From an optimization exercise on the open Yosys and OpenROAD flow, aimed at small area; shortcuts taken in it are not production practice. Where RTL was checked, it was by simulation tests only, not by an equivalence proof against the original. Only the layout flow was run in runs 4 to 7; the RTL was not checked for function there. No activity file was given, so power comes from the tool's default toggle rates.

### config.mk
export PLATFORM = sky130hd
export DESIGN_NAME = vfu_top
export DESIGN_NICKNAME = vfu_top
export VERILOG_FILES = /design/flow/design.v
export SDC_FILE = /design/flow/constraint.sdc
export NUM_CORES = 8
export LEC_CHECK = 0
export CAP_MARGIN = 20
export CORE_AREA = 5 5 335 335
export DIE_AREA = 0 0 340 340
export SLEW_MARGIN = 20
### constraint.sdc
create_clock -name core_clock -period 6.0 [get_ports {clk}]
set_input_delay 1.2000 -clock core_clock [delete_from_list [all_inputs] [get_ports {clk}]]
set_output_delay 1.2000 -clock core_clock [all_outputs]
set_load 0.01 [all_outputs]
### design.v
`default_nettype none
module vfu_ctrl
(
    input  logic [4:0] opcode,
    input  logic [2:0] funct,
    output logic       c_min,
    output logic       c_max,
    output logic       c_eq,
    output logic       c_lt,
    output logic       c_le,
    output logic       c_sgnj,
    output logic       c_sgnjn,
    output logic       c_sgnjx,
    output logic       c_skew,
    output logic       c_trans,
    output logic       c_bcast
);
    assign c_min   = opcode == 5'd0;
    assign c_max   = opcode == 5'd1;
    assign c_eq    = opcode == 5'd2;
    assign c_lt    = opcode == 5'd3;
    assign c_le    = opcode == 5'd4;
    assign c_sgnj  = opcode == 5'd5;
    assign c_sgnjn = opcode == 5'd6;
    assign c_sgnjx = opcode == 5'd7;
    assign c_skew  = (opcode == 5'd8) && (funct == 3'd0);
    assign c_trans = (opcode == 5'd8) && (funct == 3'd1);
    assign c_bcast = (funct == 3'd5) && (opcode[4:3] == 2'b00);
endmodule
`default_nettype wire
`default_nettype none
module vfu_magcmp
(
    input  logic [30:0] a,
    input  logic [30:0] b,
    output logic        lt,
    output logic        gt
);
    logic [31:0] l0, g0;
    logic [15:0] l1, g1;
    logic [7:0]  l2, g2;
    logic [3:0]  l3, g3;
    logic [1:0]  l4, g4;
    assign l0 = {1'b0, ~a & b};
    assign g0 = {1'b0, a & ~b};
    for (genvar i = 0; i < 16; i++) begin : g_l1
        assign l1[i] = l0[2*i+1] | (~g0[2*i+1] & l0[2*i]);
        assign g1[i] = g0[2*i+1] | (~l0[2*i+1] & g0[2*i]);
    end
    for (genvar i = 0; i < 8; i++) begin : g_l2
        assign l2[i] = l1[2*i+1] | (~g1[2*i+1] & l1[2*i]);
        assign g2[i] = g1[2*i+1] | (~l1[2*i+1] & g1[2*i]);
    end
    for (genvar i = 0; i < 4; i++) begin : g_l3
        assign l3[i] = l2[2*i+1] | (~g2[2*i+1] & l2[2*i]);
        assign g3[i] = g2[2*i+1] | (~l2[2*i+1] & g2[2*i]);
    end
    for (genvar i = 0; i < 2; i++) begin : g_l4
        assign l4[i] = l3[2*i+1] | (~g3[2*i+1] & l3[2*i]);
        assign g4[i] = g3[2*i+1] | (~l3[2*i+1] & g3[2*i]);
    end
    assign lt = l4[1] | (~g4[1] & l4[0]);
    assign gt = g4[1] | (~l4[1] & g4[0]);
endmodule
`default_nettype wire
`default_nettype none
module vfu_lane
#(
    parameter int K = 0
)
(
    input  logic        en,
    input  logic        c_min,
    input  logic        c_max,
    input  logic        c_eq,
    input  logic        c_lt,
    input  logic        c_le,
    input  logic        c_sgnj,
    input  logic        c_sgnjn,
    input  logic        c_sgnjx,
    input  logic        c_skew,
    input  logic        c_trans,
    input  logic        c_bcast,
    input  logic [31:0] a,       
    input  logic [31:0] a0,      
    input  logic        a0_nan,
    input  logic        a0_zero,
    input  logic [31:0] b,
    input  logic [31:0] ts,      
    input  logic [31:0] ss,      
    input  logic [31:0] q,
    output logic        a_nan_o,
    output logic        a_zero_o,
    output logic [31:0] d
);
    localparam bit DIAG  = (K == 0) || (K == 4) || (K == 8);
    localparam bit TSRC  = (K == 1) || (K == 2) || (K == 3) || (K == 5) || (K == 6) || (K == 7);
    localparam bit SSRC  = (K == 1) || (K == 2) || (K == 3) || (K == 6);
    localparam bit SA0   = (K == 5) || (K == 7);
    localparam bit SNEG  = (K == 2) || (K == 3) || (K == 7);
    logic        use_a0;
    logic [31:0] ae;
    logic        an_raw, az_raw, an, az, bn;
    logic        lt, gt, eq;
    logic        sa, sb, sd;
    logic        ltm, zm, unord, nn;
    logic        f_lt, f_eq, f_le, flag;
    logic        mm, mm_a, mm_b;
    logic        sel_a, sel_b, sel_t, sel_s, nn_mm;
    logic        sign;
    logic [31:0] w;
    assign an_raw   = (a[30:23] == 8'hff) && (a[22:0] != '0);
    assign az_raw   = (a[30:0] == '0);
    assign a_nan_o  = an_raw;
    assign a_zero_o = az_raw;
    if (K == 0) begin : g_l0
        assign use_a0 = 1'b1;
        assign ae     = a;
        assign an     = an_raw;
        assign az     = az_raw;
    end else begin : g_ln
        if (SA0) begin : g_sa0
            assign use_a0 = c_bcast | c_skew;
        end else begin : g_nsa0
            assign use_a0 = c_bcast;
        end
        assign ae = use_a0 ? a0 : a;
        assign an = use_a0 ? a0_nan : an_raw;
        assign az = use_a0 ? a0_zero : az_raw;
    end
    assign bn = (b[30:23] == 8'hff) && (b[22:0] != '0);
    vfu_magcmp u_cmp (.a(ae[30:0]), .b(b[30:0]), .lt(lt), .gt(gt));
    assign eq = ~(lt | gt);
    assign sa = ae[31];
    assign sb = b[31];
    assign sd = sa ^ sb;
    assign ltm   = sd ? sa : (sa ? gt : lt);
    assign zm    = eq & az;
    assign unord = an | bn;
    assign nn    = an & bn;
    assign f_lt = ~unord & ltm & ~zm;
    assign f_eq = ~unord & ((~sd & eq) | zm);
    assign f_le = f_lt | f_eq;
    assign flag = (c_eq & f_eq) | (c_lt & f_lt) | (c_le & f_le);
    assign mm   = c_min | c_max;
    assign mm_a = c_min ? (~an & (bn | ltm)) : (~nn & ~(~bn & (an | ltm)));
    assign mm_b = ~nn & ~mm_a;
    assign nn_mm = mm & nn;
    assign sel_a = (mm & mm_a) | c_sgnj | c_sgnjn | c_sgnjx
                 | (DIAG ? c_trans : 1'b0) | (SA0 ? c_skew : 1'b0);
    assign sel_b = mm & mm_b;
    assign sel_t = TSRC ? c_trans : 1'b0;
    assign sel_s = SSRC ? c_skew : 1'b0;
    assign sign = (mm & mm_a & sa) | (mm & mm_b & sb)
                | (c_sgnj & sb) | (c_sgnjn & ~sb) | (c_sgnjx & sd)
                | (DIAG ? (c_trans & sa) : 1'b0)
                | (SA0 ? (c_skew & (sa ^ SNEG)) : 1'b0)
                | (sel_t & ts[31])
                | (sel_s & (ss[31] ^ SNEG));
    assign w[31]    = sign;
    assign w[30:23] = ({8{sel_a}} & ae[30:23]) | ({8{sel_b}} & b[30:23])
                    | ({8{sel_t}} & ts[30:23]) | ({8{sel_s}} & ss[30:23]) | {8{nn_mm}};
    assign w[22]    = (sel_a & ae[22]) | (sel_b & b[22]) | (sel_t & ts[22]) | (sel_s & ss[22]) | nn_mm;
    assign w[21:1]  = ({21{sel_a}} & ae[21:1]) | ({21{sel_b}} & b[21:1])
                    | ({21{sel_t}} & ts[21:1]) | ({21{sel_s}} & ss[21:1]);
    assign w[0]     = (sel_a & ae[0]) | (sel_b & b[0]) | (sel_t & ts[0]) | (sel_s & ss[0]) | flag;
    assign d = en ? w : q;
endmodule
`default_nettype wire
`default_nettype none
module vfu_top
(
    input  logic                     clk,
    input  logic                     rst_n,
    input  logic                     en,
    input  logic [16*32-1:0] vec_a,
    input  logic [16*32-1:0] vec_b,
    input  logic [4:0]               opcode,
    input  logic [2:0]               funct,
    output logic [16*32-1:0] vec_out,
    output logic                     out_valid
);
    logic c_min, c_max, c_eq, c_lt, c_le, c_sgnj, c_sgnjn, c_sgnjx;
    logic c_skew, c_trans, c_bcast;
    logic [16-1:0]    a_nan, a_zero;
    logic [16*32-1:0] d;
    vfu_ctrl u_ctrl (
        .opcode  (opcode),
        .funct   (funct),
        .c_min   (c_min),
        .c_max   (c_max),
        .c_eq    (c_eq),
        .c_lt    (c_lt),
        .c_le    (c_le),
        .c_sgnj  (c_sgnj),
        .c_sgnjn (c_sgnjn),
        .c_sgnjx (c_sgnjx),
        .c_skew  (c_skew),
        .c_trans (c_trans),
        .c_bcast (c_bcast)
    );
    for (genvar i = 0; i < 16; i++) begin : g_lane
        localparam int TS = (i < 9) ? 3 * (i % 3) + (i / 3) : i;
        localparam int SS = (i == 1 || i == 3) ? 2 : (i == 2 || i == 6) ? 1 : i;
        vfu_lane #(.K(i)) u_lane (
            .en       (en),
            .c_min    (c_min),
            .c_max    (c_max),
            .c_eq     (c_eq),
            .c_lt     (c_lt),
            .c_le     (c_le),
            .c_sgnj   (c_sgnj),
            .c_sgnjn  (c_sgnjn),
            .c_sgnjx  (c_sgnjx),
            .c_skew   (c_skew),
            .c_trans  (c_trans),
            .c_bcast  (c_bcast),
            .a        (vec_a[32*i +: 32]),
            .a0       (vec_a[31:0]),
            .a0_nan   (a_nan[0]),
            .a0_zero  (a_zero[0]),
            .b        (vec_b[32*i +: 32]),
            .ts       (vec_a[32*TS +: 32]),
            .ss       (vec_a[32*SS +: 32]),
            .q        (vec_out[32*i +: 32]),
            .a_nan_o  (a_nan[i]),
            .a_zero_o (a_zero[i]),
            .d        (d[32*i +: 32])
        );
    end
    always_ff @(posedge clk or negedge rst_n) begin
        if (!rst_n) begin
            vec_out   <= '0;
            out_valid <= 1'b0;
        end else begin
            vec_out   <= d;
            out_valid <= en;
        end
    end
endmodule
`default_nettype wire
### flow/run.sh
#!/bin/bash
# Own layout flow: the standard ORFS flow, with two changes:
#  - synthesis maps with an area-oriented ABC script (synth_area.tcl);
#    registers are untouched since ABC runs on the combinational logic only.
#  - port buffers use sky130_fd_sc_hd__buf_1 instead of the default cell.
set -euo pipefail
W=$(pwd)
F=$W/flow
export MY_ABC_SCRIPT=$F/abc_area.script
bash $W/standard.sh \
  SYNTH_SCRIPT=$F/synth_area.tcl \
  "BUFFER_PORTS_ARGS=-buffer_cell sky130_fd_sc_hd__buf_1" \
  finish > $W/flow_make.log 2>&1
### flow/abc_area.script
strash
&get -n
&st
&dch
&nf -R 1000
&put
topo
### flow/synth_area.tcl
# Same as synth_recipe.tcl, but ABC maps with the script named by MY_ABC_SCRIPT.
proc abc {args} {
  set i [lsearch -exact $args -script]
  if { $i >= 0 } { lset args [expr {$i + 1}] $::env(MY_ABC_SCRIPT) }
  yosys abc {*}$args
}
source [file dirname [file normalize [info script]]]/../synth_recipe.tcl
### standard.sh
#!/bin/bash
# synth_recipe.tcl (not shown) runs the flow's synth.tcl, then flattens the netlist and writes it again
# the make line also repeats each setting of config.mk as NAME=value (left out here)
make -C /OpenROAD-flow-scripts/flow DESIGN_CONFIG=/design/flow/config.mk WORK_HOME=/design/flow/orfs CLKGATE_MAP_FILE= SYNTH_SCRIPT=/design/flow/synth_recipe.tcl "${@:-finish}"
==> out/results.tsv, run 1 <==
stage	metric	value	unit
synth	syn_area	40000	um^2
synth	synth-compound-area-share	0.363	
synth	synth_top_family_by_area	compound AO/OA/AOI/OAI gates	
synth	synth_edf_count	0	
synth	ys.flop_type	dfrtp_1	
synth	synthArstFlopShare	1.00	
synth	syn_nets	6810	
synth	synth_top_area_frac	0.321	
synth	yosysMostFrequentCell	nor2_1	
synth	synthAdderAreaFrac	0.00351	
synth	syn_inst	5775	
floorplanning	initial_core_util	0.368	
synth	synthMuxAreaShare	0.000564	
floorplanning	rows	121	
synth	synthSimpleGateAreaFrac	0.303	
run_status	stop_stage	I/O pin placement (3_2_place_iop)	
floorplanning	die-width	340	um
synth	synth_seq_cells	513	
run_status	outcome	aborted with a tool error	
synth	synth_area_per_cell	6.92	um^2
floorplanning	die_h	340	um
synth	synth_common_cells	1,097 x nor2_1, 847 x o21ai_0, 846 x nand2_1, 658 x a21oi_1, 513 x dfrtp_1	
synth	netlist-cell-type-count	51	
synth	ys_top_cells_by_area	dfrtp_1 32%, o21ai_0 11%, nor2_1 10%	
synth	ys.warnings.count	1	
synth	yosys.area.top_type	dfrtp_1	
run_status	stop_error	[ERROR PPL-0024] Number of IO pins (1548) exceeds maximum number of available positions (1228). Increase the die perimeter from 1360.00um to 2105.28um.	
synth	synth_xor_xnor_area_share	0.00614	
synth	yosysSeqAreaShare	0.321	
[cell families after synthesis]
logic type	count (synthesis)
AO/OA/AOI/OAI	2459
XOR/XNOR	28
adder cells (fa/ha/maj)	14
buffers and inverters	30
flip-flops	513
multiplexers	2
AND/OR/NAND/NOR	2729
==> run 2: changes to the inputs <==
--- a/flow/run.sh
+++ b/flow/run.sh
@@ -3,6 +3,7 @@
 #  - synthesis maps with an area-oriented ABC script (synth_area.tcl);
 #    registers are untouched since ABC runs on the combinational logic only.
 #  - port buffers use sky130_fd_sc_hd__buf_1 instead of the default cell.
+#  - pins may sit on adjacent routing tracks, so a smaller die fits them.
 set -euo pipefail
 W=$(pwd)
 F=$W/flow
@@ -10,4 +11,5 @@
 bash $W/standard.sh \
   SYNTH_SCRIPT=$F/synth_area.tcl \
   "BUFFER_PORTS_ARGS=-buffer_cell sky130_fd_sc_hd__buf_1" \
+  "PLACE_PINS_ARGS=-min_distance 1 -min_distance_in_tracks" \
   finish > $W/flow_make.log 2>&1
--- a/config.mk
+++ b/config.mk
@@ -6,6 +6,6 @@
 export NUM_CORES = 8
 export LEC_CHECK = 0
 export CAP_MARGIN = 20
-export CORE_AREA = 5 5 335 335
-export DIE_AREA = 0 0 340 340
+export CORE_AREA = 5 5 395 395
+export DIE_AREA = 0 0 400 400
 export SLEW_MARGIN = 20
==> run 2 against run 1 <==
  * The flow stops in global routing (5_1_grt)
  * Area after synthesis is the same
  * Synthesized cell count is the same
==> out/results.tsv, run 2 <==
stage	metric	value	unit	change
placed_design	dp_slack	-0.174	ns	
synth	syn_area	40000	um^2	unchanged
placed_design	dp_hpwl	261000	um	
run_status	stop_error	[ERROR GRT-0116] Global routing finished with congestion. Check the congestion regions in the DRC Viewer.		
synth	synth_area_per_cell	6.92	um^2	unchanged
cts	h-tree-depth	3		
synth	ys.flop_type	dfrtp_1		
synth	synth_common_cells	1,097 x nor2_1, 847 x o21ai_0, 846 x nand2_1, 658 x a21oi_1, 513 x dfrtp_1		
placed_design	portBuffers	1547		
global_routing	grt_first_pass_wirelength	454000	um	
global_routing	grt_overflow	9		
cts	cts.sinks	513		
synth	yosysSeqAreaShare	0.321		unchanged
synth	syn_nets	6810		unchanged
cts	ctsResizeCount	0		
synth	ys.warnings.count	1		unchanged
cts	cts_hold_buf	0		
synth	synth_edf_count	0		unchanged
synth	netlist-cell-type-count	51		unchanged
cts	post_cts_buffers	0		
global_routing	grt.total_usage	0.401		
synth	yosys.area.top_type	dfrtp_1		
synth	yosysMostFrequentCell	nor2_1		
floorplanning	die_h	400	um	+18%
floorplanning	die-width	400	um	+18%
synth	synth_seq_cells	513		unchanged
cts	cts_max_path_buffers	3		
cts	cts_made_buffers	76		
floorplanning	rows	143		+18%
floorplanning	initial_core_util	0.264		-0.104
floorplanning	pin_count	1548		
synth	synth_top_area_frac	0.321		unchanged
placed_design	place_congestion	1.09		
global_routing	first_global_vias	59400		
global_routing	grt_max_degree	226		
synth	synthArstFlopShare	1.00		unchanged
run_status	outcome	aborted with a tool error		
synth	ys_top_cells_by_area	dfrtp_1 32%, o21ai_0 11%, nor2_1 10%		
run_status	stop_stage	global routing (5_1_grt)		
cts	clockRootBuffer	clkbuf_16		
synth	syn_inst	5775		unchanged
run 2: stage by stage:
stage	std cells	cell area, um^2	util	hold slack, ns
after CTS	9799	54200	0.358	0.482
after detailed placement	9665	51600	0.341	0.470
after global placement	9665	51600	0.341	0.467
after floorplan	5775	40100	-	0.516
run 2: routing by layer:
layer / GRT overflow / GRT usage
met1: 0 / 0.444
met2: 5 / 0.594
met3: 0 / 0.155
met4: 4 / 0.357
met5: 0 / 0.0216
run 2: cell families after synthesis:
kind of cell,Yosys count,share of synthesized area
compound gates,2459,0.363
mux,2,0.000564
simple gates,2729,0.303
flops,513,0.321
xor+xnor,28,0.00614
fa+ha+maj,14,0.00351
buf+inv,30,0.00282
run 2: worst max path at each step:
stage,from,cells after the start,to,slack (ns)
global placement,opcode[0],24,vec_out[175],-0.12
detailed placement,funct[0],24,vec_out[118],-0.17
CTS,funct[0],24,vec_out[118],0.58
floorplan,opcode[0],21,vec_out[160],-1.65
run 2: power by group through the flow:
stage          Combinational, W  Sequential, W  Clock (W)
2_1_floorplan           0.00136        0.00414          0
3_3_place_gp            0.00340        0.00407          0
3_5_place_dp            0.00342        0.00407          0
4_1_cts                 0.00344        0.00402    0.00492
==> run 3: changes to the inputs <==
--- a/config.mk
+++ b/config.mk
@@ -6,6 +6,6 @@
 export NUM_CORES = 8
 export LEC_CHECK = 0
 export CAP_MARGIN = 20
-export CORE_AREA = 5 5 395 395
-export DIE_AREA = 0 0 400 400
+export CORE_AREA = 5 5 475 475
+export DIE_AREA = 0 0 480 480
 export SLEW_MARGIN = 20
==> run 3 against run 2 <==
  * The run now finishes clean
  * Synthesized cell count unchanged
  * Area after synthesis unchanged
==> out/results.tsv, run 3 <==
stage	metric	value	unit	change
timing	timing.final.crit_share	0.931		
timing	rsz0062_at_grt	no		
timing	relSlewSlack	0.229		
detailed_routing	vias	61500		
synth	netlist-cell-type-count	51		unchanged
synth	synthArstFlopShare	1.00		unchanged
synth	yosysMostFrequentCell	nor2_1		
synth	ys.flop_type	dfrtp_1		
cts	clkSlewWorstSetupHoldPaths	0.06	ns	
critical_path	critPathArrivalTime	6.20	ns	
global_routing	grt_first_pass_wirelength	463000	um	
global_routing	first_global_vias	55500		
global_routing	grt_max_degree	127		
finish	final_common_cell	buf_1		
cts	insertion_delay	0.72	ns	
power	p_leak	19.9	nW	
synth	ys_top_cells_by_area	dfrtp_1 32%, o21ai_0 11%, nor2_1 10%		
placed_design	post_dp_cell_area	53600	um^2	+3.8%
floorplanning	die_area	230000	um^2	
detailed_routing	via_per_inst	5.58		
critical_path	cp-start-kind	primary input		
global_routing	grtUsageMet3	0.0946		
synth	synth_edf_count	0		unchanged
finish	drive_gt1_frac	0.0784		
power	ir_drop	0.157	mV	
detailed_routing	drc_errors	0		
timing	finalSetupTns	0	ns	
run_status	outcome	complete, no violations		
power	power_density	223	nW/um^2	
timing	fin_skew	0	ns	
finish	fill_cells	25000		
synth	synth_common_cells	1,097 x nor2_1, 847 x o21ai_0, 846 x nand2_1, 658 x a21oi_1, 513 x dfrtp_1		
detailed_routing	wl_per_cell	31.7	um	
cts	cts_hold_buf	0		unchanged
placed_design	portBuffers	1547		unchanged
finish	max_flop_register	vec_out		
synth	yosysSeqAreaShare	0.321		unchanged
cts	cts_tree	done		
synth	syn_nets	6810		unchanged
cts	ctsResizeCount	0		unchanged
global_routing	grt.total_usage	0.286		
floorplanning	rows	172		+20%
finish	most-common-layout-cells	1,545 x buf_1, 1,080 x nor2_1, 840 x o21ai_0, 833 x nand2_1, 653 x a21oi_1		
placed_design	dp_hpwl	280000	um	+7.1%
cts	cts.sinks	513		unchanged
timing	setup-violations-final	0		
global_routing	antenna_found_initial	231		
synth	synth_area_per_cell	6.92	um^2	unchanged
cts	cts_made_buffers	75		-1.3%
synth	yosys.area.top_type	dfrtp_1		
synth	syn_area	40000	um^2	unchanged
timing	fmax	179	MHz	
critical_path	r2r_cells	2		
critical_path	critPathMaxFanout	18		
synth	synth_top_area_frac	0.321		unchanged
floorplanning	core	220000	um^2	
synth	syn_inst	5775		unchanged
critical_path	cpMaxStageDelayCell	a2111oi_0		
flow_run	cap_violations	0		
floorplanning	die_h	480	um	+20%
placed_design	placed_cells	10700		+11%
detailed_routing	ant_nets	0		
global_routing	grt_overflow	0		
placed_design	place_congestion	1.08		-0.75%
timing	worstMarginPinSlew	1.14	ns	
finish	largest_register_ffs	512		
synth	ys.warnings.count	1		unchanged
cts	post_cts_buffers	0		unchanged
synth	synth_seq_cells	513		unchanged
floorplanning	pin_count	1548		unchanged
critical_path	end_kind	flip-flop		
cts	clockRootBuffer	clkbuf_16		
detailed_routing	drtPass1Iterations	26		
critical_path	r2r_start	vec_out[100]		
critical_path	r2r_setup_slack	4.91	ns	
critical_path	cp.required	6.61	ns	
critical_path	cpPeakStageDelay	0.72	ns	
detailed_routing	routed_wl	350000	um	
finish	stdcell_count	11000		
placed_design	dp_slack	-0.338	ns	-0.164 ns
timing	postLayoutSetupSlackWorst	0.414	ns	
finish	top_regs	vec_out (512), out_valid (1)		
floorplanning	die-width	480	um	+20%
global_routing	use_met1	0.332		
worst_hold_path	worstHoldPathType	in2async		
cts	h-tree-depth	3		unchanged
critical_path	r2r_end	vec_out[100]		
cts	cts_max_path_buffers	3		unchanged
critical_path	path_common_cell	o21ai_0		
detailed_routing	drtIter0Drc	7832		
timing	slew_violations	0		
global_routing	gr-max-usage-layer	met2		
floorplanning	initial_core_util	0.182		-0.0818
finish	final_area	56700	um^2	
finish	syn2layout_area_growth	42.0	%	
timing	finalCriticalPeriod	5.59	ns	
finish	fin_nets	8844		
timing	final-hold-violation-count	0		
global_routing	met2_usage	0.422		
critical_path	worstSetupPathType	in2reg		
## run 3: metal layers
metal / part of all wire / up-vias / wire length [um]
li1: - / 26400 / -
met1: 0.37 / 29200 / 129000
met2: 0.42 / 4445 / 146000
met3: 0.11 / 1396 / 37400
met4: 0.11 / 48 / 37400
met5: 0.00090 / - / 316
## run 3: cell type report
type | instances | area (um^2) | share of cell area
repair buffers | 1957 | 9580 | 0.169
clock buffers | 97 | 2120 | 0.0374
flip-flops and latches | 513 | 12800 | 0.226
inverters | 30 | 113 | 0.00198
diodes | 198 | 495 | 0.00873
well taps | 2958 | 3700 | 0.0652
multi-input cells | 5232 | 27400 | 0.483
clock inverters | 36 | 493 | 0.00869
## run 3: worst max path at each step
stage,from,end,slack (ns),cells past startpoint
global placement,funct[1],vec_out[126],-0.19,25
global route,funct[1],vec_out[125],0.07,25
CTS,funct[1],vec_out[126],0.44,25
finish,funct[1],vec_out[125],0.41,25
detailed placement,funct[1],vec_out[126],-0.34,25
floorplan,opcode[0],vec_out[160],-1.65,21
## run 3: where the power goes
part	switching, W	total [W]	internal (W)	leakage (nW)
Combinational	0.00252	0.00364	0.00112	12.3
Clock	0.00201	0.00498	0.00297	1.29
Sequential	0.000267	0.00404	0.00377	6.32
## run 3: critical path, delay by kind of cell
kind                   cells  cell delay (ns)
buffers and inverters      6             1.08
AND/OR/NAND/NOR            9             1.59
AO/OA/AOI/OAI             10             2.26
## run 3: through the flow
step | util | hold slack, ns | power (W)
floorplan | - | 0.516 | 0.00551
global placement | 0.244 | 0.465 | 0.00760
detailed placement | 0.244 | 0.466 | 0.00760
CTS | 0.256 | 0.428 | 0.0126
global route | 0.258 | 0.440 | 0.0131
finish | 0.258 | 0.445 | 0.0127
## run 3: kinds of logic after synthesis
group                    Yosys count  share of synthesized area
buffers and inverters             30                    0.00282
flip-flops                       513                      0.321
AO/OA/AOI/OAI                   2459                      0.363
multiplexers                       2                   0.000564
adder cells (fa/ha/maj)           14                    0.00351
XOR/XNOR                          28                    0.00614
AND/OR/NAND/NOR                 2729                      0.303
==> run 4: changes to the inputs <==
--- a/design.v
+++ b/design.v
@@ -107,8 +107,6 @@
     logic        f_lt, f_eq, f_le, flag;
     logic        mm, mm_a, mm_b;
     logic        sel_a, sel_b, sel_t, sel_s, nn_mm;
-    logic        sign;
-    logic [31:0] w;
     assign an_raw   = (a[30:23] == 8'hff) && (a[22:0] != '0);
     assign az_raw   = (a[30:0] == '0);
     assign a_nan_o  = an_raw;
@@ -151,20 +149,28 @@
     assign sel_b = mm & mm_b;
     assign sel_t = TSRC ? c_trans : 1'b0;
     assign sel_s = SSRC ? c_skew : 1'b0;
-    assign sign = (mm & mm_a & sa) | (mm & mm_b & sb)
-                | (c_sgnj & sb) | (c_sgnjn & ~sb) | (c_sgnjx & sd)
-                | (DIAG ? (c_trans & sa) : 1'b0)
-                | (SA0 ? (c_skew & (sa ^ SNEG)) : 1'b0)
-                | (sel_t & ts[31])
-                | (sel_s & (ss[31] ^ SNEG));
-    assign w[31]    = sign;
-    assign w[30:23] = ({8{sel_a}} & ae[30:23]) | ({8{sel_b}} & b[30:23])
-                    | ({8{sel_t}} & ts[30:23]) | ({8{sel_s}} & ss[30:23]) | {8{nn_mm}};
-    assign w[22]    = (sel_a & ae[22]) | (sel_b & b[22]) | (sel_t & ts[22]) | (sel_s & ss[22]) | nn_mm;
-    assign w[21:1]  = ({21{sel_a}} & ae[21:1]) | ({21{sel_b}} & b[21:1])
-                    | ({21{sel_t}} & ts[21:1]) | ({21{sel_s}} & ss[21:1]);
-    assign w[0]     = (sel_a & ae[0]) | (sel_b & b[0]) | (sel_t & ts[0]) | (sel_s & ss[0]) | flag;
-    assign d = en ? w : q;
+    logic s_a, s_an, s_b, s_bn, s_x;
+    assign s_a  = en & ((mm & mm_a) | (DIAG ? c_trans : 1'b0) | ((SA0 && !SNEG) ? c_skew : 1'b0));
+    assign s_an = en & ((SA0 && SNEG) ? c_skew : 1'b0);
+    assign s_b  = en & ((mm & mm_b) | c_sgnj);
+    assign s_bn = en & c_sgnjn;
+    assign s_x  = en & c_sgnjx;
+    logic ea, eb, et, es, en_n;
+    assign ea   = en & sel_a;
+    assign eb   = en & sel_b;
+    assign et   = en & sel_t;
+    assign es   = en & sel_s;
+    assign en_n = ~en;
+    assign d[31]    = (s_a & sa) | (s_an & ~sa) | (s_b & sb) | (s_bn & ~sb) | (s_x & sd)
+                    | (et & ts[31]) | (es & (ss[31] ^ SNEG)) | (en_n & q[31]);
+    assign d[30:23] = ({8{ea}} & ae[30:23]) | ({8{eb}} & b[30:23]) | ({8{et}} & ts[30:23])
+                    | ({8{es}} & ss[30:23]) | ({8{en_n}} & q[30:23]) | {8{en & nn_mm}};
+    assign d[22]    = (ea & ae[22]) | (eb & b[22]) | (et & ts[22]) | (es & ss[22])
+                    | (en_n & q[22]) | (en & nn_mm);
+    assign d[21:1]  = ({21{ea}} & ae[21:1]) | ({21{eb}} & b[21:1]) | ({21{et}} & ts[21:1])
+                    | ({21{es}} & ss[21:1]) | ({21{en_n}} & q[21:1]);
+    assign d[0]     = (ea & ae[0]) | (eb & b[0]) | (et & ts[0]) | (es & ss[0])
+                    | (en_n & q[0]) | (en & flag);
 endmodule
 `default_nettype wire
 `default_nettype none
--- a/flow/run.sh
+++ b/flow/run.sh
@@ -4,12 +4,16 @@
 #    registers are untouched since ABC runs on the combinational logic only.
 #  - port buffers use sky130_fd_sc_hd__buf_1 instead of the default cell.
 #  - pins may sit on adjacent routing tracks, so a smaller die fits them.
+#  - clock tree: smaller buffers, larger sink clusters, no dummy loads.
 set -euo pipefail
 W=$(pwd)
 F=$W/flow
 export MY_ABC_SCRIPT=$F/abc_area.script
+CTS_ARGS="-sink_clustering_enable -repair_clock_nets -dont_use_dummy_load"
+CTS_ARGS+=" -buf_list sky130_fd_sc_hd__clkbuf_8 -sink_clustering_size 20 -sink_clustering_max_diameter 60"
 bash $W/standard.sh \
   SYNTH_SCRIPT=$F/synth_area.tcl \
   "BUFFER_PORTS_ARGS=-buffer_cell sky130_fd_sc_hd__buf_1" \
   "PLACE_PINS_ARGS=-min_distance 1 -min_distance_in_tracks" \
+  "CTS_ARGS=$CTS_ARGS" \
   finish > $W/flow_make.log 2>&1
==> flow/abc_area.script (replaced) <==
strash
&get -n
&st
&dch
&nf -R 1000
&put
strash
&get -n
&st
&dch
&nf -R 1000
&put
topo
==> run 4 against run 3 <==
  * Clock-buffer cell count decreased by 7
  * Routed wire length decreased by 0.28%
  * Hold slack got worse by 0.062 ns
  * Critical path depth unchanged
  * Sequential cell count unchanged
  * Cell area decreased by 7.4%
  * Largest cell class unchanged
  * Sequential share of layout area increased by 1.8 points
  * Still clean on timing, DRC and antenna
  * Total power decreased by 21%
  * Sequential power decreased by 5%
  * Clock skew unchanged
  * Core utilization decreased by 1.9 points
  * Worst setup slack improved by 0.42 ns
==> out/results.tsv, run 4 <==
stage	metric	value	unit	change
cts	h-tree-depth	3		unchanged
timing	postLayoutSetupSlackWorst	0.832	ns	+0.417 ns
detailed_routing	vias	58400		-5.0%
finish	most-common-layout-cells	1,545 x buf_1, 930 x o21ai_0, 549 x nand2_1, 513 x dfrtp_1, 457 x nor2_1		
detailed_routing	wl_per_cell	35.2	um	+11%
finish	drive_gt1_frac	0.0779		-0.000582
run_status	outcome	complete, no violations		
critical_path	cp.required	6.76	ns	+0.15 ns
timing	worstMarginPinSlew	1.17	ns	+0.0333 ns
cts	post_cts_buffers	0		unchanged
finish	max_flop_register	vec_out		
power	ir_drop	0.154	mV	-2.2%
cts	cts.sinks	513		unchanged
placed_design	dp_slack	0.115	ns	+0.453 ns
synth	syn_area	37500	um^2	-6.2%
global_routing	gr-max-usage-layer	met2		
critical_path	worstSetupPathType	in2reg		
synth	syn_inst	4803		-17%
timing	timing.final.crit_share	0.861		-0.0695
global_routing	grt_max_degree	184		+45%
placed_design	portBuffers	1547		unchanged
floorplanning	rows	172		unchanged
power	power_density	191	nW/um^2	-14%
synth	synth_top_area_frac	0.343		+0.0212
power	finalPower	0.0101	W	-21%
cts	clkSlewWorstSetupHoldPaths	0.07	ns	about the same
cts	ctsResizeCount	0		unchanged
power	p_leak	18.7	nW	-6.1%
floorplanning	die_h	480	um	unchanged
synth	netlist-cell-type-count	57		+12%
timing	slew_violations	0		unchanged
timing	setup-violations-final	0		unchanged
synth	synth_area_per_cell	7.80	um^2	+13%
finish	fin_nets	7805		-12%
cts	cts_max_path_buffers	3		unchanged
timing	final-hold-violation-count	0		unchanged
detailed_routing	drtPass1Iterations	12		-54%
timing	relSlewSlack	0.220		-0.00908
global_routing	grtUsageMet3	0.123		+0.0288
synth	yosys.area.top_type	dfrtp_1		
finish	top_regs	vec_out (512), out_valid (1)		
detailed_routing	ant_nets	0		unchanged
cts	cts_hold_buf	0		unchanged
detailed_routing	drtIter0Drc	8992		+15%
synth	syn_nets	5838		-14%
timing	holdWs	0.383	ns	-0.0615 ns
detailed_routing	routed_wl	349000	um	-0.28%
global_routing	met2_usage	0.411		-0.0113
placed_design	dp_hpwl	268000	um	-4.3%
global_routing	use_met1	0.322		-0.0102
critical_path	end_kind	flip-flop		
floorplanning	initial_core_util	0.171		-0.0113
synth	synthArstFlopShare	1.00		unchanged
timing	fmax	193	MHz	+8.1%
placed_design	place_congestion	1.04		-4.0%
flow_run	cap_violations	0		unchanged
timing	finalSetupTns	0	ns	unchanged
cts	cts_made_buffers	90		+20%
floorplanning	die-width	480	um	unchanged
finish	largest_register_ffs	512		unchanged
floorplanning	die_area	230000	um^2	unchanged
critical_path	critPathMaxFanout	44		+26
finish	final_common_cell	buf_1		
timing	fin_skew	0	ns	unchanged
cts	clockRootBuffer	clkbuf_8		
synth	yosysMostFrequentCell	o21ai_0		
synth	yosysSeqAreaShare	0.343		+0.0212
synth	ys.flop_type	dfrtp_1		
finish	syn2layout_area_growth	40.3	%	
cts	insertion_delay	0.84	ns	+0.12 ns
synth	synth_edf_count	0		unchanged
global_routing	grt.total_usage	0.286		-0.000501
synth	synth_common_cells	1,032 x o21ai_0, 558 x nand2_1, 513 x dfrtp_1, 468 x nor2_1, 320 x a21oi_1		
cts	cts_tree	done		
timing	finalCriticalPeriod	5.17	ns	-0.417 ns
finish	final_core_util	0.239		-0.0190
global_routing	antenna_found_initial	215		-6.9%
detailed_routing	drc_errors	0		unchanged
worst_hold_path	worstHoldPathType	in2async		
global_routing	grt_first_pass_wirelength	459000	um	-0.98%
floorplanning	pin_count	1548		unchanged
global_routing	grt_overflow	0		unchanged
critical_path	cp-start-kind	primary input		
global_routing	first_global_vias	53300		-4.0%
critical_path	critPathArrivalTime	5.93	ns	-0.27 ns
floorplanning	core	220000	um^2	unchanged
finish	fill_cells	24800		-0.48%
synth	ys_top_cells_by_area	dfrtp_1 34%, o21ai_0 14%, nand2_1 5.6%		
synth	synth_seq_cells	513		unchanged
detailed_routing	via_per_inst	5.89		+5.6%
synth	ys.warnings.count	1		unchanged
timing	rsz0062_at_grt	no		
[run 4: changes by cell type in the layout (fill, tap and decap cells not counted), moves of 99 or more]
cell      previous run  this run
a31oi_1            355        55
o211ai_1            84       208
nand2b_1           230        51
a22oi_1             39       216
nand2_1            833       549
nor2_1            1080       457
buf_4              355       256
a221oi_1           168        67
a21oi_1            653       304
a222oi_1             0       160
a221o_1             11       113
[run 4: metrics by stage]
stage,cell area [um^2],cells
final,52600,9918
after global routing,52300,9815
after CTS,52100,9725
after detailed placement,50800,9635
after global placement,50800,9635
after floorplan,37700,4803
[run 4: worst paths after layout]
| path | from | to | slack (ns) | depth (start not counted) |
|---|---|---|---|---|
| worst min-delay path | rst_n | vec_out[489] | 0.38 | 1 |
| max in group asynchronous | rst_n | vec_out[87] | 4.16 | 3 |
| min in group core_clock | vec_out[29] | vec_out[29] | 0.49 | 2 |
| worst max register to register | vec_out[32] | vec_out[32] | 4.23 | 4 |
| worst max-delay path | opcode[3] | vec_out[120] | 0.83 | 25 |
| worst min register to register | vec_out[29] | vec_out[29] | 0.49 | 2 |
[run 4: report_power, final]
group	total (W)	leakage, nW	internal, W	switching [W]
Combinational	0.00319	11.0	0.000989	0.00220
Clock	0.00301	0.648	0.00131	0.00170
Sequential	0.00385	7.00	0.00367	0.000177
[run 4: per-layer routing]
| metal | routed length [um] | vias to the layer above |
|---|---|---|
| met4 | 36100 | 72 |
| li1 | - | 23800 |
| met3 | 44900 | 1603 |
| met2 | 145000 | 4966 |
| met1 | 122000 | 28000 |
| met5 | 978 | - |
[run 4: cell type report]
class                   count  area, um^2  area share
repair buffers           1875        9170       0.174
flip-flops and latches    513       12800       0.244
inverters                  66         274     0.00521
diodes                    192         480     0.00914
well taps                2958        3700      0.0704
clock buffers              90        1240      0.0236
multi-input cells        4224       24900       0.473
[run 4: kinds of logic after synthesis]
kind of cell | Yosys count | share of synthesized area
multiplexers | 1 | 0.000267
AO/OA/AOI/OAI | 2534 | 0.438
XOR/XNOR | 21 | 0.00491
buffers and inverters | 66 | 0.00661
adder cells (fa/ha/maj) | 1 | 0.000267
AND/OR/NAND/NOR | 1667 | 0.207
flip-flops | 513 | 0.343
[run 4: critical path: stages]
cell and delay [ns]:
buf_1 0.14, nor2_4 0.16, and3_4 0.36, buf_12 0.20, buf_12 0.23, nand2b_2 0.10
buf_12 0.17, o21ai_0 0.20, nand2_1 0.09, o21ai_1 0.17, a31oi_1 0.07, o41ai_1 0.53
o21ai_0 0.19, buf_4 0.19, a21oi_1 0.18, a21o_1 0.15, o21ai_2 0.06, buf_4 0.14
a211oi_1 0.22, nor2_1 0.09, a211oi_1 0.27, and2_1 0.29, buf_12 0.19, a21oi_1 0.08
o21ai_0 0.11
==> run 5: changes to the inputs <==
--- a/config.mk
+++ b/config.mk
@@ -5,7 +5,7 @@
 export SDC_FILE = /design/flow/constraint.sdc
 export NUM_CORES = 8
 export LEC_CHECK = 0
-export CAP_MARGIN = 20
+export CAP_MARGIN = 0
 export CORE_AREA = 5 5 475 475
 export DIE_AREA = 0 0 480 480
-export SLEW_MARGIN = 20
+export SLEW_MARGIN = 0
==> run 5 against run 4 <==
  * Now fails the layout checks on max-capacitance violations, max-slew violations
  * Area after synthesis unchanged
  * Global-route usage unchanged
  * Critical path depth unchanged
  * Via count down 0.16%
  * Combinational power about the same
  * Core utilization about the same
  * Cell count down 0.15%
  * Register-to-register slack worse by 0.05 ns
  * Synthesized cell count unchanged
  * Sequential power about the same
  * Critical endpoint is now vec_out[113]
  * Highest routed layer unchanged
==> out/results.tsv, run 5 <==
stage	metric	value	unit	change
cts	cts_tree	done		
detailed_routing	drtPass1Iterations	13		+1
cts	h-tree-depth	3		unchanged
synth	syn_area	37500	um^2	unchanged
floorplanning	rows	172		unchanged
cts	post_cts_buffers	0		unchanged
timing	fmax	194	MHz	+0.44%
critical_path	cpPeakStageDelay	0.52	ns	about the same
global_routing	grt_overflow	0		unchanged
global_routing	grt_first_pass_wirelength	459000	um	unchanged
critical_path	path_common_cell	buf_12		
synth	ys.warnings.count	1		unchanged
critical_path	cpMaxStageDelayCell	o41ai_1		
cts	cts_made_buffers	90		unchanged
synth	ys.flop_type	dfrtp_1		
run_status	outcome	failed layout checks		
timing	timing.final.crit_share	0.858		-0.00376
cts	cts_hold_buf	0		unchanged
finish	largest_register_ffs	512		unchanged
power	ir_drop	0.154	mV	-0.11%
placed_design	dp_slack	0.115	ns	unchanged
cts	cts.sinks	513		unchanged
synth	yosysSeqAreaShare	0.343		unchanged
detailed_routing	wl_per_cell	35.2	um	about the same
finish	syn2layout_area_growth	40.1	%	about the same
critical_path	critPathArrivalTime	5.89	ns	-0.04 ns
floorplanning	die-width	480	um	unchanged
synth	syn_inst	4803		unchanged
global_routing	grt.total_usage	0.286		unchanged
timing	finalCriticalPeriod	5.15	ns	-0.0226 ns
synth	yosys.area.top_type	dfrtp_1		
critical_path	end_kind	flip-flop		
cts	cts_max_path_buffers	3		unchanged
synth	ys_top_cells_by_area	dfrtp_1 34%, o21ai_0 14%, nand2_1 5.6%		
cts	insertion_delay	0.83	ns	about the same
timing	relSlewSlack	-0.0610		-0.281
floorplanning	pin_count	1548		unchanged
global_routing	first_global_vias	53300		unchanged
synth	synth_seq_cells	513		unchanged
critical_path	worstSetupPathType	in2reg		
floorplanning	die_h	480	um	unchanged
detailed_routing	vias	58300		-0.16%
global_routing	grt_max_degree	184		unchanged
floorplanning	die_area	230000	um^2	unchanged
run_status	violations	max-capacitance violations, max-slew violations		
floorplanning	initial_core_util	0.171		unchanged
finish	fin_nets	7805		unchanged
timing	slew_violations	2		+2
placed_design	post_dp_cell_area	50800	um^2	unchanged
timing	holdWs	0.397	ns	+0.0142 ns
timing	rsz0062_at_grt	no		
timing	fin_skew	0	ns	unchanged
timing	worstMarginPinSlew	1.58	ns	+0.402 ns
placed_design	portBuffers	1547		unchanged
finish	most-common-layout-cells	1,545 x buf_1, 930 x o21ai_0, 549 x nand2_1, 513 x dfrtp_1, 457 x nor2_1		
detailed_routing	drtIter0Drc	8972		-0.22%
detailed_routing	via_per_inst	5.89		about the same
synth	synth_edf_count	0		unchanged
placed_design	place_congestion	1.04		unchanged
worst_hold_path	worstHoldPathType	in2async		
cts	clkSlewWorstSetupHoldPaths	0.07	ns	about the same
power	power_density	191	nW/um^2	about the same
detailed_routing	routed_wl	348000	um	about the same
synth	yosysMostFrequentCell	o21ai_0		
critical_path	crit_family	compound AO/OA/AOI/OAI gates		
flow_run	cap_violations	1		+1
timing	finalSetupTns	0	ns	unchanged
synth	synthArstFlopShare	1.00		unchanged
critical_path	critPathBufInv	7		unchanged
global_routing	antenna_found_initial	214		-0.47%
synth	synth_top_area_frac	0.343		unchanged
critical_path	cp-start-kind	primary input		
timing	postLayoutSetupSlackWorst	0.854	ns	+0.0226 ns
timing	setup-violations-final	0		unchanged
finish	max_flop_register	vec_out		
detailed_routing	drc_errors	0		unchanged
floorplanning	core	220000	um^2	unchanged
placed_design	dp_hpwl	268000	um	unchanged
finish	final_core_util	0.239		about the same
synth	synth_area_per_cell	7.80	um^2	unchanged
timing	final-hold-violation-count	0		unchanged
detailed_routing	ant_nets	0		unchanged
synth	netlist-cell-type-count	57		unchanged
finish	final_common_cell	buf_1		
finish	final_area	52500	um^2	about the same
critical_path	critPathMaxFanout	44		unchanged
finish	top_regs	vec_out (512), out_valid (1)		
cts	ctsResizeCount	0		unchanged
synth	synth_common_cells	1,032 x o21ai_0, 558 x nand2_1, 513 x dfrtp_1, 468 x nor2_1, 320 x a21oi_1		
cts	clockRootBuffer	clkbuf_8		
synth	syn_nets	5838		unchanged
critical_path	cp.required	6.74	ns	-0.02 ns
finish	drive_gt1_frac	0.0777		-0.000148
power	p_leak	18.7	nW	about the same
==> run 5: changes by cell type in the layout (fill, tap and decap cells not counted), sizes merged <==
| cell | before | now |
|---|---|---|
| diode | 192 | 177 |
==> run 5: report_power, final <==
part | internal, W | switching, W
logic | 0.000989 | 0.00220
clock network | 0.00131 | 0.00170
registers | 0.00367 | 0.000177
total | 0.00597 | 0.00408
==> run 5: metrics by stage <==
stage	power, W	cells
final	0.0100	9903
after global placement	0.00695	9635
after CTS	0.00996	9725
after floorplan	0.00517	4803
after detailed placement	0.00695	9635
after global routing	0.0104	9815
==> run 5: metal layers <==
layer	global-route usage	part of all wire	routed length, um	up-vias
met5	0.0251	0.0028	971	-
met4	0.244	0.10	35800	82
met3	0.123	0.13	44500	1547
met2	0.411	0.41	144000	4912
met1	0.322	0.35	123000	28000
li1	-	-	-	23800
==> run 5: layout make-up <==
type                       count  area (um^2)
inverter                      66          274
tap                         2958         3700
timing repair buffer        1875         9170
multi-input combinational   4224        24900
clock buffer                  90         1240
antenna                      177          443
fill                       24900       167000
sequential                   513        12800
==> run 5: worst reg2reg max path: stages (launching register included) <==
cell	delay, ns
dfrtp_1	0.37
a222oi_1	0.69
o31ai_1	0.32
a21oi_1	0.19
o21ai_0	0.10
==> run 5: logic make-up after synthesis <==
kind of cell | share of synthesized area
AOI/OAI and AO/OA | 0.438
and+or+nand+nor | 0.207
DFF | 0.343
buffers and inverters | 0.00661
xor gates and xnor gates | 0.00491
muxes | 0.000267
adders and majority gates | 0.000267
==> run 5: final timing paths <==
| kind | slack, ns | cells past startpoint | endpoint | from |
|---|---|---|---|---|
| setup / recovery | 0.85 | 25 | vec_out[113] | opcode[3] |
| hold / removal | 0.40 | 1 | vec_out[489] | rst_n |
| setup reg to reg | 4.18 | 4 | vec_out[32] | vec_out[32] |
| hold reg to reg | 0.49 | 2 | vec_out[29] | vec_out[29] |
| max in group asynchronous | 4.16 | 3 | vec_out[87] | rst_n |
| min in group core_clock | 0.49 | 2 | vec_out[29] | vec_out[29] |
==> run 6: changes to the inputs <==
--- a/config.mk
+++ b/config.mk
@@ -5,7 +5,8 @@
 export SDC_FILE = /design/flow/constraint.sdc
 export NUM_CORES = 8
 export LEC_CHECK = 0
-export CAP_MARGIN = 0
+export CAP_MARGIN = 20
 export CORE_AREA = 5 5 475 475
 export DIE_AREA = 0 0 480 480
-export SLEW_MARGIN = 0
+export GPL_TIMING_DRIVEN = 0
+export SLEW_MARGIN = 20
==> run 6 against run 5 <==
  * The run now finishes clean
  * Total power down 2.7%
  * Critical path depth down 3
  * Register-to-register slack worse by 0.21 ns
  * Via count down 2.2%
  * Maximum frequency down 12%
  * Clock skew unchanged
  * Cell count down 1.6%
  * Highest routed layer unchanged
==> out/results.tsv, run 6 <==
stage	metric	value	unit	change
synth	synth_edf_count	0		unchanged
detailed_routing	drtIter0Drc	8625		-3.9%
finish	final_common_cell	buf_1		
timing	finalCriticalPeriod	5.83	ns	+0.684 ns
flow_run	cap_violations	0		-1
critical_path	end_kind	flip-flop		
synth	ys.flop_type	dfrtp_1		
synth	yosysSeqAreaShare	0.343		unchanged
critical_path	cp-start-kind	primary input		
floorplanning	die-width	480	um	unchanged
floorplanning	die_h	480	um	unchanged
worst_hold_path	worstHoldPathType	in2async		
global_routing	grt_first_pass_wirelength	437000	um	-4.8%
timing	finalSetupTns	0	ns	unchanged
detailed_routing	vias	57100		-2.2%
critical_path	cpMaxStageDelayCell	a21oi_4		
cts	cts_made_buffers	84		-6.7%
critical_path	critPathBufInv	5		-2
floorplanning	die_area	230000	um^2	unchanged
synth	synthAdderAreaFrac	0.000267		unchanged
timing	slew_violations	0		-2
power	power_density	187	nW/um^2	-2.1%
floorplanning	pin_count	1548		unchanged
synth	syn_nets	5838		unchanged
synth	ys.warnings.count	1		unchanged
floorplanning	initial_core_util	0.171		unchanged
synth	synth_top_area_frac	0.343		unchanged
cts	insertion_delay	0.79	ns	-0.04 ns
finish	final_area	52200	um^2	-0.65%
synth	netlist-cell-type-count	57		unchanged
critical_path	critPathArrivalTime	6.45	ns	+0.56 ns
power	p_leak	18.2	nW	-2.5%
cts	clkSlewWorstSetupHoldPaths	0.08	ns	about the same
synth	synth_xor_xnor_area_share	0.00491		unchanged
floorplanning	rows	172		unchanged
critical_path	path_common_cell	o21ai_0		
timing	relSlewSlack	0.198		+0.259
timing	fmax	172	MHz	-12%
cts	clockRootBuffer	clkbuf_8		
finish	fin_nets	7628		-2.3%
finish	fill_cells	24800		-0.16%
detailed_routing	drc_errors	0		unchanged
cts	cts.sinks	513		unchanged
cts	cts_tree	done		
synth	ys_top_cells_by_area	dfrtp_1 34%, o21ai_0 14%, nand2_1 5.6%		
synth	synth-compound-area-share	0.438		unchanged
placed_design	portBuffers	1547		unchanged
critical_path	cpPeakStageDelay	0.66	ns	+0.14 ns
global_routing	grt_overflow	0		unchanged
detailed_routing	wl_per_cell	34.1	um	-3.0%
timing	final-hold-violation-count	0		unchanged
synth	syn_inst	4803		unchanged
finish	syn2layout_area_growth	39.2	%	
finish	max_flop_register	vec_out		
critical_path	crit_family	compound AO/OA/AOI/OAI gates		
global_routing	first_global_vias	51400		-3.5%
detailed_routing	via_per_inst	5.86		-0.59%
run_status	outcome	complete, no violations		
placed_design	placed_cells	9430		-2.1%
global_routing	antenna_found_initial	201		-6.1%
placed_design	dp_hpwl	258000	um	-3.6%
synth	synth_seq_cells	513		unchanged
synth	synth_area_per_cell	7.80	um^2	unchanged
finish	drive_gt1_frac	0.0570		-0.0207
cts	h-tree-depth	3		unchanged
finish	most-common-layout-cells	1,545 x buf_1, 924 x o21ai_0, 548 x nand2_1, 513 x dfrtp_1, 455 x nor2_1		
timing	timing.final.crit_share	0.972		+0.114
critical_path	worstSetupPathType	in2reg		
timing	holdWs	0.383	ns	-0.0138 ns
synth	syn_area	37500	um^2	unchanged
critical_path	cp.required	6.62	ns	-0.12 ns
synth	synth_common_cells	1,032 x o21ai_0, 558 x nand2_1, 513 x dfrtp_1, 468 x nor2_1, 320 x a21oi_1		
floorplanning	core	220000	um^2	unchanged
synth	synth_top_family_by_area	compound AO/OA/AOI/OAI gates		
global_routing	grt.total_usage	0.271		-0.0147
detailed_routing	ant_nets	0		unchanged
finish	seq_area	12800	um^2	unchanged
timing	setup-violations-final	0		unchanged
detailed_routing	drtPass1Iterations	11		-2
synth	synthArstFlopShare	1.00		unchanged
timing	fin_skew	0	ns	unchanged
finish	largest_register_ffs	512		unchanged
power	finalPower	0.00977	W	-2.7%
finish	multi_input_area	25300	um^2	+1.7%
power	ir_drop	0.154	mV	+0.42%
critical_path	critPathMaxFanout	51		+16%
synth	synthMuxAreaShare	0.000267		unchanged
global_routing	grt_max_degree	227		+23%
cts	cts_max_path_buffers	3		unchanged
synth	yosysMostFrequentCell	o21ai_0		
finish	stdcell_count	9747		-1.6%
synth	synthSimpleGateAreaFrac	0.207		unchanged
placed_design	place_congestion	1.01		-3.3%
timing	worstMarginPinSlew	1.20	ns	-0.375 ns
placed_design	post_dp_cell_area	50000	um^2	-1.6%
detailed_routing	routed_wl	333000	um	-4.5%
finish	top_regs	vec_out (512), out_valid (1)		
synth	yosys.area.top_type	dfrtp_1		
critical_path	crit_chain	buf_1, nor2b_4, and3_4, buf_12, buf_16, nand2b_2, buf_12, o21ai_0, a22oi_1, o21ai_0, o21ai_0, o21ai_1, a21oi_1, o21ai_1, nor2b_1, o22ai_1, nor2_1, nor2_1, a21oi_1, a21oi_4, buf_16, o211ai_1		
==> run 6: final cells by class <==
cell class	instances	area share
inverters	66	0.00525
repair buffers	1697	0.162
multi-input cells	4231	0.484
clock buffers	84	0.0222
flip-flops and latches	513	0.246
diodes	198	0.00950
well taps	2958	0.0709
==> run 6: routing by layer <==
metal,GRT usage,vias to the layer above,wire length [um]
met5,0.0201,-,911
li1,-,23400,-
met3,0.105,1401,41300
met4,0.228,60,34700
met2,0.397,4776,139000
met1,0.309,27400,116000
==> run 6: repair_timing <==
| action | CTS | global route |
|---|---|---|
| hold buffers | 0 | 0 |
| setup endpoints to repair | 124 | 190 |
| gates cloned | 2 | 5 |
| buffers inserted | 14 | 13 |
| pin swaps | 2 | 12 |
| gates resized for setup | 7 | 21 |
==> run 6: path summary, 6_finish.rpt <==
check                            start           end  slack (ns)  cells after the start
min in group core_clock    vec_out[29]   vec_out[29]        0.49                      2
max in group asynchronous        rst_n  vec_out[172]        3.34                      9
max reg2reg                vec_out[32]   vec_out[32]        3.97                      4
min reg2reg                vec_out[29]   vec_out[29]        0.49                      2
max                           funct[0]  vec_out[205]        0.17                     22
min                              rst_n  vec_out[490]        0.38                      1
==> run 6: where the power goes <==
part           internal [W]  leakage [nW]  switching [W]
Combinational      0.000936          10.6        0.00215
Clock               0.00123         0.605        0.00164
Sequential          0.00367          7.00       0.000148
Total               0.00583          18.2        0.00394
==> run 6: cell families (layout without fill, tap and decap cells) <==
| group | count (synthesis) | count (layout) |
|---|---|---|
| DFF | 513 | 513 |
| other | 0 | 198 |
| muxes | 1 | 1 |
| and+or+nand+nor | 1667 | 1672 |
| adders and majority gates | 1 | 1 |
| AOI/OAI and AO/OA | 2534 | 2536 |
| buffers and inverters | 66 | 1847 |
| xor gates and xnor gates | 21 | 21 |
==> run 6: worst register-to-register path: stages, from the launching register on <==
cell	delay (ns)
dfrtp_1	0.37
a222oi_1	0.78
o31ai_1	0.43
a21oi_1	0.21
o21ai_0	0.10
==> run 6: stage by stage <==
| step | utilization | worst slack [ns] |
|---|---|---|
| floorplan | - | -2.59 |
| global placement | 0.215 | -27.63 |
| detailed placement | 0.228 | -1.39 |
| CTS | 0.234 | 0.0148 |
| global route | 0.236 | -0.0177 |
| finish | 0.237 | 0.170 |
==> run 7: changes to the inputs <==
--- a/flow/run.sh
+++ b/flow/run.sh
@@ -5,6 +5,7 @@
 #  - port buffers use sky130_fd_sc_hd__buf_1 instead of the default cell.
 #  - pins may sit on adjacent routing tracks, so a smaller die fits them.
 #  - clock tree: smaller buffers, larger sink clusters, no dummy loads.
+#  - after global routing, gates off the critical paths are downsized.
 set -euo pipefail
 W=$(pwd)
 F=$W/flow
@@ -16,4 +17,5 @@
   "BUFFER_PORTS_ARGS=-buffer_cell sky130_fd_sc_hd__buf_1" \
   "PLACE_PINS_ARGS=-min_distance 1 -min_distance_in_tracks" \
   "CTS_ARGS=$CTS_ARGS" \
+  RECOVER_POWER=100 \
   finish > $W/flow_make.log 2>&1
--- a/config.mk
+++ b/config.mk
@@ -8,5 +8,4 @@
 export CAP_MARGIN = 20
 export CORE_AREA = 5 5 475 475
 export DIE_AREA = 0 0 480 480
-export GPL_TIMING_DRIVEN = 0
 export SLEW_MARGIN = 20
==> run 7 against run 6 <==
  * Now fails the layout checks on max-capacitance violations, max-slew violations
  * Worst setup slack better by 0.33 ns
  * Hold slack better by 0.10 ns
  * Routed wire length increased by 4.6%
  * Critical endpoint is now vec_out[347]
  * Largest cell class unchanged
  * Largest power group unchanged
  * Highest routed layer unchanged
==> out/results.tsv, run 7 <==
stage	metric	value	unit	change
global_routing	grt.total_usage	0.286		+0.0147
detailed_routing	drtIter0Drc	9014		+4.5%
floorplanning	die_area	230000	um^2	unchanged
finish	largest_register_ffs	512		unchanged
cts	insertion_delay	0.81	ns	+0.02 ns
finish	most-common-layout-cells	1,389 x buf_1, 985 x o21ai_0, 549 x nand2_1, 513 x dfrtp_1, 460 x nor2_1		
critical_path	r2r_end	vec_out[32]		
flow_run	cap_violations	10		+10
critical_path	cp-start-kind	primary input		
detailed_routing	vias	58400		+2.3%
synth	yosysMostFrequentCell	o21ai_0		
synth	ys.warnings.count	1		unchanged
finish	final_core_util	0.238		+0.000684
timing	relSlewSlack	-1.31		-1.51
detailed_routing	ant_nets	0		unchanged
critical_path	worstSetupPathType	in2reg		
global_routing	antenna_found_initial	218		+8.5%
run_status	violations	max-capacitance violations, max-slew violations		
finish	top_regs	vec_out (512), out_valid (1)		
global_routing	grt_overflow	0		unchanged
synth	synthArstFlopShare	1.00		unchanged
critical_path	cp.required	6.67	ns	+0.05 ns
timing	holdWs	0.488	ns	+0.104 ns
synth	synth_seq_cells	513		unchanged
critical_path	critPathMaxFanout	64		+25%
finish	final_common_cell	buf_1		
critical_path	startpoint	opcode[3]		
cts	post_cts_buffers	0		-14
detailed_routing	via_per_inst	5.88		+0.33%
timing	timing.final.crit_share	0.917		-0.0544
timing	finalSetupTns	0	ns	unchanged
cts	clkSlewWorstSetupHoldPaths	0.06	ns	-0.02 ns
cts	cts_max_path_buffers	3		unchanged
synth	ys_top_cells_by_area	dfrtp_1 34%, o21ai_0 14%, nand2_1 5.6%		
synth	syn_inst	4803		unchanged
critical_path	end_kind	flip-flop		
run_status	outcome	failed layout checks		
cts	cts_made_buffers	90		+7.1%
synth	yosysSeqAreaShare	0.343		unchanged
synth	synth_area_per_cell	7.80	um^2	unchanged
synth	synth_edf_count	0		unchanged
global_routing	grt_max_degree	184		-19%
finish	syn2layout_area_growth	39.6	%	
floorplanning	pin_count	1548		unchanged
global_routing	use_met1	0.322		+0.0131
floorplanning	die-width	480	um	unchanged
global_routing	grtUsageMet3	0.123		+0.0184
finish	max_flop_register	vec_out		
timing	rsz0062_at_grt	no		
critical_path	r2r_start	vec_out[32]		
cts	h-tree-depth	3		unchanged
placed_design	placed_cells	9635		+2.2%
critical_path	r2r_cells	4		unchanged
power	p_leak	18.5	nW	+1.9%
synth	ys.flop_type	dfrtp_1		
synth	syn_area	37500	um^2	unchanged
synth	syn_nets	5838		unchanged
floorplanning	core	220000	um^2	unchanged
timing	finalCriticalPeriod	5.50	ns	-0.326 ns
global_routing	first_global_vias	53300		+3.7%
timing	slew_violations	515		+515
placed_design	place_congestion	1.04		+3.4%
detailed_routing	wl_per_cell	35.0	um	+2.6%
finish	fin_nets	7805		+2.3%
timing	setup-violations-final	0		unchanged
detailed_routing	drtPass1Iterations	13		+2
power	power_density	191	nW/um^2	+2.2%
global_routing	met2_usage	0.411		+0.0143
floorplanning	die_h	480	um	unchanged
detailed_routing	drc_errors	0		unchanged
critical_path	crit_end	vec_out[347]		
timing	fin_skew	0	ns	unchanged
synth	netlist-cell-type-count	57		unchanged
power	ir_drop	0.141	mV	-8.6%
critical_path	critPathArrivalTime	6.18	ns	-0.27 ns
timing	worstMarginPinSlew	3.47	ns	+2.26 ns
floorplanning	rows	172		unchanged
cts	cts.sinks	513		unchanged
finish	drive_gt1_frac	0.0725		+0.0155
cts	clockRootBuffer	clkbuf_8		
cts	ctsResizeCount	0		-7
critical_path	r2r_setup_slack	4.23	ns	+0.26 ns
timing	final-hold-violation-count	0		unchanged
finish	stdcell_count	9937		+1.9%
synth	synth_top_area_frac	0.343		unchanged
detailed_routing	routed_wl	348000	um	+4.6%
cts	cts_tree	done		
synth	synth_common_cells	1,032 x o21ai_0, 558 x nand2_1, 513 x dfrtp_1, 468 x nor2_1, 320 x a21oi_1		
placed_design	dp_hpwl	268000	um	+3.7%
placed_design	portBuffers	1547		unchanged
timing	fmax	182	MHz	+5.9%
worst_hold_path	worstHoldPathType	reg2reg		
synth	yosys.area.top_type	dfrtp_1		
cts	cts_hold_buf	0		unchanged
power	finalPower	0.0100	W	+2.5%
floorplanning	initial_core_util	0.171		unchanged
global_routing	gr-max-usage-layer	met2		
global_routing	grt_first_pass_wirelength	459000	um	+5.1%
-- run 7: cell types whose count changed in the layout (fill, tap and decap cells not counted), sizes merged --
| cell | previous run | this run |
|---|---|---|
| dlymetal6s4s | 0 | 1 |
| diode | 198 | 211 |
| a21oi | 321 | 320 |
| o21ai | 1033 | 1032 |
| or2 | 40 | 38 |
| buf | 1696 | 1687 |
| and2 | 25 | 24 |
| clkbuf | 85 | 277 |
| nor2 | 470 | 468 |
-- run 7: per-stage QoR --
stage               worst slack (ns)  instance area, um^2
floorplan                      -2.59                37700
global placement              0.0810                50800
detailed placement             0.115                50800
CTS                             1.04                52100
global route                   0.275                52000
finish                         0.496                52300
-- run 7: power breakdown --
| part | switching (W) | internal, W | leakage (nW) |
|---|---|---|---|
| combinational | 0.00219 | 0.000970 | 10.9 |
| sequential | 0.000178 | 0.00367 | 7.00 |
| clock | 0.00170 | 0.00131 | 0.649 |
-- run 7: area by class of cell --
class                      instances  area [um^2]
clock buffer                      90         1240
timing repair buffer            1875         8970
multi-input combinational       4224        24800
antenna                          211          528
fill                           24900       167000
sequential                       513        12800
tap                             2958         3700
inverter                          66          274
-- run 7: critical path, stage by stage --
cell	delay (ns)
clkbuf_1	0.14
nor2_4	0.16
and3_4	0.37
buf_12	0.20
buf_12	0.26
clkbuf_2	0.61
o21ai_0	0.30
and2_0	0.21
or3_1	0.29
o21ai_0	0.18
nor3_1	0.08
o21ai_0	0.12
o22ai_1	0.12
o21ai_0	0.36
a21oi_1	0.15
o22ai_1	0.26
o211ai_1	0.13
and3_1	0.22
nor2_1	0.23
buf_12	0.23
nor2_1	0.07
a21oi_1	0.14
nand3_1	0.10
-- run 7: cells by family (layout without fill, tap and decap cells) --
family          Yosys count  after routing  synth area share
compound gates         2534           2534             0.438
simple gates           1667           1667             0.207
flops                   513            513             0.343
buf+inv                  66           2031           0.00661
xor+xnor                 21             21           0.00491
fa+ha+maj                 1              1          0.000267
mux                       1              1          0.000267
other cells               0            211                 0
-- run 7: how the worst min path moves through the flow --
stage | depth (start not counted) | from | endpoint
floorplan | 2 | vec_out[24] | vec_out[24]
global route | 1 | vec_out[511] | vec_out[511]
global placement | 2 | vec_out[24] | vec_out[24]
CTS | 1 | rst_n | vec_out[489]
detailed placement | 2 | vec_out[28] | vec_out[28]
finish | 2 | vec_out[29] | vec_out[29]
-- run 7: layer usage --
layer	up-vias	wire length, um
met1	27900	122000
met2	5016	144000
met5	-	746
met4	70	36400
met3	1635	45100
li1	23800	-

[separate check: timing with driven ports]
How much do the figures lean on ideal ports? The routed layouts below were timed once more, with nothing changed but the port constraints.
Step 1, drivers: a clkbuf_16 drives clk and a buf_2 each remaining input, both assumed.
Step 2 adds t to the input delays and takes it off the output delays; t is the mean of the earliest and latest rising clock arrival at the registers after step 1. Input paths then give back, and output paths get back, about the clock's delay inside the block.
Slacks: no drivers / after step 1 / after step 2; pairs: no drivers / after step 1.
run	t, ns	setup WS [ns]	cell pins on the clock port's net
run 3	0.797	0.414 / 0.169 / -0.628	1
run 4	0.928	0.832 / 0.847 / -0.082	1
run 5	0.928	0.854 / 0.868 / -0.061	1
run 6	0.871	0.170 / 0.158 / -0.713	1
run 7	0.897	0.496 / 0.522 / -0.376	1
For run 3, which loses most, drivers alone change the setup slack by -0.245 ns; drivers and shift together by -1.042 ns.
